Background: an optimization exercise with open tools, aiming at a short achievable clock period and few clock cycles. Do not read the settings as production practice.
The RTL was checked by simulation tests, not by an equivalence proof against the original design.
Power is estimated from default activity; no workload was simulated.

==> inputs of build 81 <==
## cache_top
module cache_top #(
    parameter int SETS = 4
) (
    input logic clk,
    input logic proc_reset,
    input logic proc_read,
    input logic proc_write,
    input cache_geom_pkg::proc_addr_t proc_addr,
    input cache_geom_pkg::word_t proc_wdata,
    output logic proc_stall,
    output cache_geom_pkg::word_t proc_rdata,
    output logic mem_read,
    output logic mem_write,
    output cache_geom_pkg::mem_addr_t mem_addr,
    output cache_geom_pkg::line_t mem_wdata,
    input cache_geom_pkg::line_t mem_rdata,
    input logic mem_ready
);
==> flow/config.mk <==
export PLATFORM = sky130hd
export DESIGN_NAME = cache_top
export DESIGN_NICKNAME = cache_top
export VERILOG_FILES = /design/flow/design.v
export SDC_FILE = /design/flow/constraint.sdc
export NUM_CORES = 4
export LEC_CHECK = 0
export ABC_CLOCK_PERIOD_IN_PS = 1500
export CAP_MARGIN = 30
export CORE_MARGIN = 2
export CORE_UTILIZATION = 55
export SETUP_SLACK_MARGIN = 3.0
export SLEW_MARGIN = 30
==> flow/constraint.sdc <==
create_clock -name core_clock -period 7.2 [get_ports {clk}]
set_input_delay 1.4400 -clock core_clock [delete_from_list [all_inputs] [get_ports {clk}]]
set_output_delay 1.4400 -clock core_clock [all_outputs]
set_load 0.01 [all_outputs]
run.sh (not shown) runs the stock make flow with config.mk's settings and CLKGATE_MAP_FILE= SYNTH_SCRIPT=/design/flow/synth_recipe.tcl, a recipe that flattens the netlist after the stock synthesis.
==> inputs of trial 26, as changes to build 81 <==
==> flow/design.v (replaced) <==
`timescale 1ns/100ps
`default_nettype none
package cache_geom_pkg;
    parameter int WORD_W = 32;
    parameter int PROC_ADDR_W = 30;
    parameter int WORDS_PER_LINE = 4;
    parameter int OFFSET_W = 2;
    parameter int LINE_W = WORD_W * WORDS_PER_LINE;
    parameter int MEM_ADDR_W = PROC_ADDR_W - OFFSET_W;
    typedef logic [WORD_W-1:0] word_t;
    typedef logic [LINE_W-1:0] line_t;
    typedef logic [PROC_ADDR_W-1:0] proc_addr_t;
    typedef logic [MEM_ADDR_W-1:0] mem_addr_t;
endpackage
`default_nettype wire
`timescale 1ns/100ps
`default_nettype none
package cache_ctrl_pkg;
    typedef logic way_t;
endpackage
`default_nettype wire
`timescale 1ns/100ps
`default_nettype none
module cache_tag_array #(
    parameter int SETS = 4
) (
    input logic clk,
    input logic proc_reset,
    input cache_geom_pkg::proc_addr_t proc_addr,
    output logic hit0,
    output logic hit1,
    output cache_ctrl_pkg::way_t victim_way,
    output logic [SETS-1:0] set_victim_way,
    output logic victim_dirty,
    output logic [cache_geom_pkg::MEM_ADDR_W-$clog2(SETS)-1:0] victim_tag,
    input logic touch,
    input cache_ctrl_pkg::way_t touch_way,
    input logic fill,
    input logic fill_dirty,
    input logic word_write
);
    localparam int IDX_W = $clog2(SETS);
    localparam int TAG_W = cache_geom_pkg::MEM_ADDR_W - IDX_W;
    logic [TAG_W-1:0] tags [SETS][2];
    logic [1:0] valid [SETS];
    logic [1:0] dirty [SETS];
    logic [SETS-1:0] lru;
    logic [IDX_W-1:0] req_index;
    logic [TAG_W-1:0] req_tag;
    logic [SETS-1:0] match0;
    logic [SETS-1:0] match1;
    cache_ctrl_pkg::way_t victim;
    assign req_index = proc_addr[cache_geom_pkg::OFFSET_W +: IDX_W];
    assign req_tag = proc_addr[cache_geom_pkg::PROC_ADDR_W-1 -: TAG_W];
    always_comb begin
        for (int s = 0; s < SETS; s++) begin
            match0[s] = valid[s][0] && (tags[s][0] == req_tag) && (req_index == IDX_W'(s));
            match1[s] = valid[s][1] && (tags[s][1] == req_tag) && (req_index == IDX_W'(s));
        end
    end
    assign hit0 = |match0;
    assign hit1 = |match1;
    logic [SETS-1:0] set_victim;
    logic [SETS-1:0] set_victim_dirty;
    logic [TAG_W-1:0] set_victim_tag [SETS];
    always_comb begin
        for (int s = 0; s < SETS; s++) begin
            if (!valid[s][0]) begin
                set_victim[s] = 1'b0;
            end else if (!valid[s][1]) begin
                set_victim[s] = 1'b1;
            end else begin
                set_victim[s] = lru[s];
            end
            set_victim_dirty[s] = valid[s][set_victim[s]] && dirty[s][set_victim[s]];
            set_victim_tag[s] = tags[s][set_victim[s]];
        end
    end
    assign set_victim_way = set_victim;
    assign victim = set_victim[req_index];
    assign victim_way = victim;
    assign victim_dirty = set_victim_dirty[req_index];
    assign victim_tag = set_victim_tag[req_index];
    always_ff @(posedge clk) begin
        if (proc_reset) begin
            for (int s = 0; s < SETS; s++) begin
                valid[s] <= 2'b00;
                dirty[s] <= 2'b00;
            end
            lru <= '0;
        end else begin
            if (touch) begin
                lru[req_index] <= ~touch_way;
                if (word_write) begin
                    dirty[req_index][touch_way] <= 1'b1;
                end
            end
            if (fill) begin
                valid[req_index][victim] <= 1'b1;
                dirty[req_index][victim] <= fill_dirty;
                lru[req_index] <= ~victim;
            end
        end
    end
    always_ff @(posedge clk) begin
        if (fill) begin
            tags[req_index][victim] <= req_tag;
        end
    end
endmodule
`default_nettype wire
`timescale 1ns/100ps
`default_nettype none
module cache_data_array #(
    parameter int SETS = 4
) (
    input logic clk,
    input cache_geom_pkg::proc_addr_t proc_addr,
    input cache_geom_pkg::word_t proc_wdata,
    input cache_geom_pkg::line_t mem_rdata,
    output cache_geom_pkg::word_t proc_rdata,
    output cache_geom_pkg::line_t mem_wdata,
    input logic hit0,
    input logic filling,
    input cache_ctrl_pkg::way_t victim_way,
    input logic [SETS-1:0] set_victim_way,
    input logic touch,
    input cache_ctrl_pkg::way_t touch_way,
    input logic word_write,
    input logic fill
);
    localparam int IDX_W = $clog2(SETS);
    localparam int WORD_W = cache_geom_pkg::WORD_W;
    cache_geom_pkg::line_t lines [SETS][2];
    logic [IDX_W-1:0] req_index;
    logic [cache_geom_pkg::OFFSET_W-1:0] req_offset;
    cache_geom_pkg::word_t word0;
    cache_geom_pkg::word_t word1;
    cache_geom_pkg::word_t mem_word;
    cache_geom_pkg::line_t fill_line;
    assign req_index = proc_addr[cache_geom_pkg::OFFSET_W +: IDX_W];
    assign req_offset = proc_addr[cache_geom_pkg::OFFSET_W-1:0];
    assign word0 = lines[req_index][0][req_offset * WORD_W +: WORD_W];
    assign word1 = lines[req_index][1][req_offset * WORD_W +: WORD_W];
    assign mem_word = mem_rdata[req_offset * WORD_W +: WORD_W];
    assign proc_rdata = hit0 ? word0 : (filling ? mem_word : word1);
    cache_geom_pkg::line_t victim_line [SETS];
    always_comb begin
        for (int s = 0; s < SETS; s++) begin
            victim_line[s] = lines[s][set_victim_way[s]];
        end
    end
    assign mem_wdata = victim_line[req_index];
    always_comb begin
        fill_line = mem_rdata;
        if (word_write) begin
            fill_line[req_offset * WORD_W +: WORD_W] = proc_wdata;
        end
    end
    always_ff @(posedge clk) begin
        if (fill) begin
            lines[req_index][victim_way] <= fill_line;
        end else if (touch && word_write) begin
            lines[req_index][touch_way][req_offset * WORD_W +: WORD_W] <= proc_wdata;
        end
    end
endmodule
`default_nettype wire
`timescale 1ns/100ps
`default_nettype none
module cache_ctrl #(
    parameter int SETS = 4
) (
    input logic clk,
    input logic proc_reset,
    input logic proc_read,
    input logic proc_write,
    input cache_geom_pkg::proc_addr_t proc_addr,
    output logic proc_stall,
    output logic mem_read,
    output logic mem_write,
    output cache_geom_pkg::mem_addr_t mem_addr,
    input logic mem_ready,
    input logic hit0,
    input logic hit1,
    input logic victim_dirty,
    input logic [cache_geom_pkg::MEM_ADDR_W-$clog2(SETS)-1:0] victim_tag,
    output logic touch,
    output cache_ctrl_pkg::way_t touch_way,
    output logic fill,
    output logic filling
);
    localparam int IDX_W = $clog2(SETS);
    logic st_wb;
    logic st_rd;
    logic idle;
    logic request;
    logic hit;
    logic miss;
    assign request = proc_read || proc_write;
    assign idle = !st_wb && !st_rd;
    assign hit = hit0 || hit1;
    assign miss = idle && request && !hit;
    assign touch = idle && request && hit;
    assign touch_way = !hit0;
    assign fill = st_rd && mem_ready;
    assign filling = st_rd;
    assign proc_stall = !(hit || (st_rd && mem_ready));
    assign mem_write = (miss && victim_dirty) || (st_wb && !mem_ready);
    assign mem_read = (miss && !victim_dirty) || st_rd;
    assign mem_addr = (!st_rd && victim_dirty) ?
                      {victim_tag, proc_addr[cache_geom_pkg::OFFSET_W +: IDX_W]} :
                      proc_addr[cache_geom_pkg::PROC_ADDR_W-1:cache_geom_pkg::OFFSET_W];
    always_ff @(posedge clk) begin
        if (proc_reset) begin
            st_wb <= 1'b0;
            st_rd <= 1'b0;
        end else begin
            if (miss) begin
                st_wb <= victim_dirty;
                st_rd <= !victim_dirty;
            end else if (st_wb && mem_ready) begin
                st_wb <= 1'b0;
                st_rd <= 1'b1;
            end else if (fill) begin
                st_rd <= 1'b0;
            end
        end
    end
endmodule
`default_nettype wire
`timescale 1ns/100ps
`default_nettype none
module cache_top #(
    parameter int SETS = 4
) (
    input logic clk,
    input logic proc_reset,
    input logic proc_read,
    input logic proc_write,
    input cache_geom_pkg::proc_addr_t proc_addr,
    input cache_geom_pkg::word_t proc_wdata,
    output logic proc_stall,
    output cache_geom_pkg::word_t proc_rdata,
    output logic mem_read,
    output logic mem_write,
    output cache_geom_pkg::mem_addr_t mem_addr,
    output cache_geom_pkg::line_t mem_wdata,
    input cache_geom_pkg::line_t mem_rdata,
    input logic mem_ready
);
    localparam int IDX_W = $clog2(SETS);
    localparam int TAG_W = cache_geom_pkg::MEM_ADDR_W - IDX_W;
    logic hit0;
    logic hit1;
    cache_ctrl_pkg::way_t victim_way;
    logic [SETS-1:0] set_victim_way;
    logic victim_dirty;
    logic [TAG_W-1:0] victim_tag;
    logic touch;
    cache_ctrl_pkg::way_t touch_way;
    logic fill;
    logic filling;
    cache_tag_array #(.SETS(SETS)) u_tag_array (
        .clk          (clk),
        .proc_reset   (proc_reset),
        .proc_addr    (proc_addr),
        .hit0         (hit0),
        .hit1         (hit1),
        .victim_way   (victim_way),
        .set_victim_way (set_victim_way),
        .victim_dirty (victim_dirty),
        .victim_tag   (victim_tag),
        .touch        (touch),
        .touch_way    (touch_way),
        .fill         (fill),
        .fill_dirty   (proc_write),
        .word_write   (proc_write)
    );
    cache_data_array #(.SETS(SETS)) u_data_array (
        .clk        (clk),
        .proc_addr  (proc_addr),
        .proc_wdata (proc_wdata),
        .mem_rdata  (mem_rdata),
        .proc_rdata (proc_rdata),
        .mem_wdata  (mem_wdata),
        .hit0       (hit0),
        .filling    (filling),
        .victim_way (victim_way),
        .set_victim_way (set_victim_way),
        .touch      (touch),
        .touch_way  (touch_way),
        .word_write (proc_write),
        .fill       (fill)
    );
    cache_ctrl #(.SETS(SETS)) u_ctrl (
        .clk          (clk),
        .proc_reset   (proc_reset),
        .proc_read    (proc_read),
        .proc_write   (proc_write),
        .proc_addr    (proc_addr),
        .proc_stall   (proc_stall),
        .mem_read     (mem_read),
        .mem_write    (mem_write),
        .mem_addr     (mem_addr),
        .mem_ready    (mem_ready),
        .hit0         (hit0),
        .hit1         (hit1),
        .victim_dirty (victim_dirty),
        .victim_tag   (victim_tag),
        .touch        (touch),
        .touch_way    (touch_way),
        .fill         (fill),
        .filling      (filling)
    );
endmodule
`default_nettype wire
- CAP_MARGIN: 30 -> 20
- SLEW_MARGIN: 30 -> 20
==> inputs of build 67, as changes to build 81 <==
==> flow/flow/run.sh (new file) <==
#!/bin/bash
# The standard layout, except that the ports get plain buf_4 buffers in
# place of the delay cells buffer_ports picks by default; the platform sizes
# port buffers only within their footprint, so a delay-cell port buffer can
# never be sized up to a fast one. Synthesis is the standard one, unchanged.
set -euo pipefail
bash standard.sh synth > flow_synth.log 2>&1
bash standard.sh 'BUFFER_PORTS_ARGS=-buffer_cell sky130_fd_sc_hd__buf_4' finish > flow_layout.log 2>&1
==> flow/standard.sh (new file) <==
#!/bin/bash
# synth_recipe.tcl (not shown) runs the flow's synth.tcl, then flattens the netlist and writes it again
# the make line also repeats each setting of config.mk as NAME=value (left out here)
make -C /OpenROAD-flow-scripts/flow DESIGN_CONFIG=/design/flow/config.mk WORK_HOME=/design/flow/orfs CLKGATE_MAP_FILE= SYNTH_SCRIPT=/design/flow/synth_recipe.tcl "${@:-finish}"
removed: flow/run.sh
==> inputs of build 21, as changes to build 81 <==
--- a/flow/design.v
+++ b/flow/design.v
@@ -27,13 +27,12 @@
     input logic clk,
     input logic proc_reset,
     input cache_geom_pkg::proc_addr_t proc_addr,
     output logic hit0,
     output logic hit1,
     output logic predict0,
-    output logic predict1,
     output logic victim_ambiguous,
     output cache_ctrl_pkg::way_t victim_way,
     output logic [SETS-1:0] set_victim_way,
     output logic victim_dirty,
     output logic [cache_geom_pkg::MEM_ADDR_W-$clog2(SETS)-1:0] victim_tag,
     input logic touch,
@@ -64,26 +63,22 @@
         end
     end
     assign hit0 = |match0;
     assign hit1 = |match1;
     localparam int PRED_W = 4;
     logic [SETS-1:0] set_predict0;
-    logic [SETS-1:0] set_predict1;
     logic [SETS-1:0] set_ambiguous;
     always_comb begin
         for (int s = 0; s < SETS; s++) begin
             set_predict0[s] = valid[s][0] && set_sel[s] &&
                               (tags[s][0][PRED_W-1:0] == req_tag[PRED_W-1:0]);
-            set_predict1[s] = valid[s][1] && set_sel[s] &&
-                              (tags[s][1][PRED_W-1:0] == req_tag[PRED_W-1:0]);
             set_ambiguous[s] = valid[s][0] && valid[s][1] &&
                                (tags[s][0][PRED_W-1:0] == tags[s][1][PRED_W-1:0]);
         end
     end
     assign predict0 = |set_predict0;
-    assign predict1 = |set_predict1;
     logic [SETS-1:0] set_victim;
     logic [SETS-1:0] set_victim_dirty;
     logic [TAG_W-1:0] set_victim_tag [SETS];
     always_comb begin
         for (int s = 0; s < SETS; s++) begin
             if (!valid[s][0]) begin
@@ -148,14 +143,12 @@
     input cache_geom_pkg::proc_addr_t proc_addr,
     input cache_geom_pkg::word_t proc_wdata,
     input cache_geom_pkg::line_t mem_rdata,
     output cache_geom_pkg::word_t proc_rdata,
     output cache_geom_pkg::line_t mem_wdata,
     input logic predict0,
-    input logic predict1,
-    input logic ambiguous,
     input logic retry,
     input logic filling,
     input cache_ctrl_pkg::way_t victim_way,
     input logic [SETS-1:0] set_victim_way,
     input logic touch,
     input cache_ctrl_pkg::way_t touch_way,
@@ -193,21 +186,15 @@
             word0 = word0 | (line_word[s][0] & {WORD_W{set_sel[s]}});
             word1 = word1 | (line_word[s][1] & {WORD_W{set_sel[s]}});
             mem_wdata = mem_wdata | (victim_line[s] & {cache_geom_pkg::LINE_W{set_sel[s]}});
         end
     end
     assign mem_word = mem_rdata[req_offset * WORD_W +: WORD_W];
-    localparam int HALF = WORD_W / 2;
     logic pick0;
-    logic pick1;
     assign pick0 = predict0 && !retry && !filling;
-    assign pick1 = ((predict1 && !ambiguous) || retry) && !filling;
-    assign proc_rdata[HALF-1:0] = pick0 ? word0[HALF-1:0] :
-                                  (filling ? mem_word[HALF-1:0] : word1[HALF-1:0]);
-    assign proc_rdata[WORD_W-1:HALF] = pick1 ? word1[WORD_W-1:HALF] :
-                                       (filling ? mem_word[WORD_W-1:HALF] : word0[WORD_W-1:HALF]);
+    assign proc_rdata = pick0 ? word0 : (filling ? mem_word : word1);
     always_comb begin
         fill_line = mem_rdata;
         if (word_write) begin
             fill_line[req_offset * WORD_W +: WORD_W] = proc_wdata;
         end
     end
@@ -313,13 +300,12 @@
 );
     localparam int IDX_W = $clog2(SETS);
     localparam int TAG_W = cache_geom_pkg::MEM_ADDR_W - IDX_W;
     logic hit0;
     logic hit1;
     logic predict0;
-    logic predict1;
     logic victim_ambiguous;
     logic retry;
     cache_ctrl_pkg::way_t victim_way;
     logic [SETS-1:0] set_victim_way;
     logic victim_dirty;
     logic [TAG_W-1:0] victim_tag;
@@ -331,13 +317,12 @@
         .clk          (clk),
         .proc_reset   (proc_reset),
         .proc_addr    (proc_addr),
         .hit0         (hit0),
         .hit1         (hit1),
         .predict0     (predict0),
-        .predict1     (predict1),
         .victim_ambiguous (victim_ambiguous),
         .victim_way   (victim_way),
         .set_victim_way (set_victim_way),
         .victim_dirty (victim_dirty),
         .victim_tag   (victim_tag),
         .touch        (touch),
@@ -351,14 +336,12 @@
         .proc_addr  (proc_addr),
         .proc_wdata (proc_wdata),
         .mem_rdata  (mem_rdata),
         .proc_rdata (proc_rdata),
         .mem_wdata  (mem_wdata),
         .predict0   (predict0),
-        .predict1   (predict1),
-        .ambiguous  (victim_ambiguous),
         .retry      (retry),
         .filling    (filling),
         .victim_way (victim_way),
         .set_victim_way (set_victim_way),
         .touch      (touch),
         .touch_way  (touch_way),
==> flow/flow/run.sh (new file) <==
#!/bin/bash
# The standard layout, except that the ports get plain buf_4 buffers in
# place of the delay cells buffer_ports picks by default; the platform sizes
# port buffers only within their footprint, so a delay-cell port buffer can
# never be sized up to a fast one. Synthesis is the standard one, unchanged.
set -euo pipefail
bash standard.sh synth > flow_synth.log 2>&1
bash standard.sh 'BUFFER_PORTS_ARGS=-buffer_cell sky130_fd_sc_hd__buf_4' finish > flow_layout.log 2>&1
==> flow/standard.sh (new file) <==
#!/bin/bash
# synth_recipe.tcl (not shown) runs the flow's synth.tcl, then flattens the netlist and writes it again
# the make line also repeats each setting of config.mk as NAME=value (left out here)
make -C /OpenROAD-flow-scripts/flow DESIGN_CONFIG=/design/flow/config.mk WORK_HOME=/design/flow/orfs CLKGATE_MAP_FILE= SYNTH_SCRIPT=/design/flow/synth_recipe.tcl "${@:-finish}"
removed: flow/run.sh
==> metrics.md <==
| Metric | Value |
|---|---|
| Clk Latency, worst-skew pair | `0.76 ns` |
| Last element of the critical path | `mem_wdata[55]` |
| Routed vias | `47100` |
| Fmax | `199 MHz` |
| Most common cell after layout, fill and taps aside | `edfxtp_1` |
| Worst-path clk slew | `0.06 ns` |
| Fin crit share | `0.697` |
| Hold Startpoint | `u_tag_array.lru[0]` |
| Reg2reg start | `u_tag_array.tags[3][5]` |
| Status | `no timing/DRC/antenna violations` |
| Inverter count | `13` |
| Met3 routed wirelength | `38.3 mm` |
(the above is from build 67)
==> metrics.md <==
| Metric | Value |
|---|---|
| Status | `no timing/DRC/antenna violations` |
| Non-filler cells, final | `around 6300` |
| First-pass GRT wire length | `about 350 mm` |
| Most common cell after layout, fill and taps aside | `edfxtp_1` |
| Sequential group power | `8230 uW` |
| Avg WL per Cell | `41.6 um` |
| Hold Startpoint | `u_tag_array.lru[0]` |
| Routed vias | `about 48000` |
| Reg2reg start | `u_tag_array.valid[0][0]` |
| Met3 routed wirelength | `between 30 and 40 mm` |
| Fin crit share | `0.701` |
| Fmax | `198 MHz` |
| Inverter count | `13` |
(the above is from build 81)
==> metrics.md <==
| Metric | Value |
|---|---|
| Status | `no timing/DRC/antenna violations` |
| Most common cell after layout, fill and taps aside | `edfxtp_1` |
| Reg2reg start | `u_tag_array.tags[0][14]` |
| Routed vias | `51000` |
| Hold Startpoint | `u_tag_array.lru[3]` |
| Fin crit share | `0.687` |
| Root Buffer | `clkbuf_16` |
| Met3 routed wirelength | `45.0 mm` |
| DRC errors left | `0` |
| Fmax | `202 MHz` |
| Clk Latency, worst-skew pair | `0.77 ns` |
| Worst-path clk slew | `0.06 ns` |
(the above is from build 21)
==> metrics.md <==
| Metric | Value |
|---|---|
| Reg2reg start | `u_tag_array.tags[6][5]` |
| Most common cell after layout, fill and taps aside | `nand2_1` |
| Hold Startpoint | `u_tag_array.lru[2]` |
| Worst-path clk slew | `0.05 ns` |
| Inverter count | `11` |
| MaxCap Viol Count | `0` |
| Last element of the critical path | `proc_rdata[7]` |
| Met3 routed wirelength | `between 70 and 80 mm` |
| Status | `no timing/DRC/antenna violations` |
| Fin crit share | `0.743` |
| Fmax | `187 MHz` |
| Ys async rst share | `0` |
| Clk Latency, worst-skew pair | `0.79 ns` |
| Routed vias | `~60000` |
(the above is from trial 26)
Testbench counts of build 81, summed over its fixed seeds: cycles 74,833.
Testbench counts of trial 26, summed over its fixed seeds: cycles 74,789.
Testbench counts of build 67, summed over its fixed seeds: cycles 74,833.
Testbench counts of build 21, summed over its fixed seeds: cycles 74,833.

## port drivers added, routing unchanged
No port has a modelled driver above. Below, the same layouts with a new extraction and two added sets of constraints. Step 1 assumes that a clkbuf_16 drives the clock port and a buf_2 every other input. Step 2 adds t to the input delays and takes it off the output delays; t is the mean of the earliest and latest rising clock arrival at the registers after step 1. Input paths then give back, and output paths get back, about the clock's delay inside the block. Slacks: ideal / step 1 / step 2; pairs: ideal / step 1.
run	t, ns	slack for setup (ns)	latest minus earliest clock arrival (ns)
build 81	0.837	2.153 / 1.999 / 1.909	0.031 / 0.031
trial 26	0.868	1.848 / 1.517 / 1.517	0.028 / 0.028
build 67	0.825	2.183 / 2.088 / 1.997	0.024 / 0.023
build 21	0.838	2.255 / 1.916 / 1.884	0.032 / 0.032
After both steps every run listed still meets setup and hold. The setup slack of build 21, which loses most, moves by -0.339 ns with the drivers and by -0.371 ns with both steps.
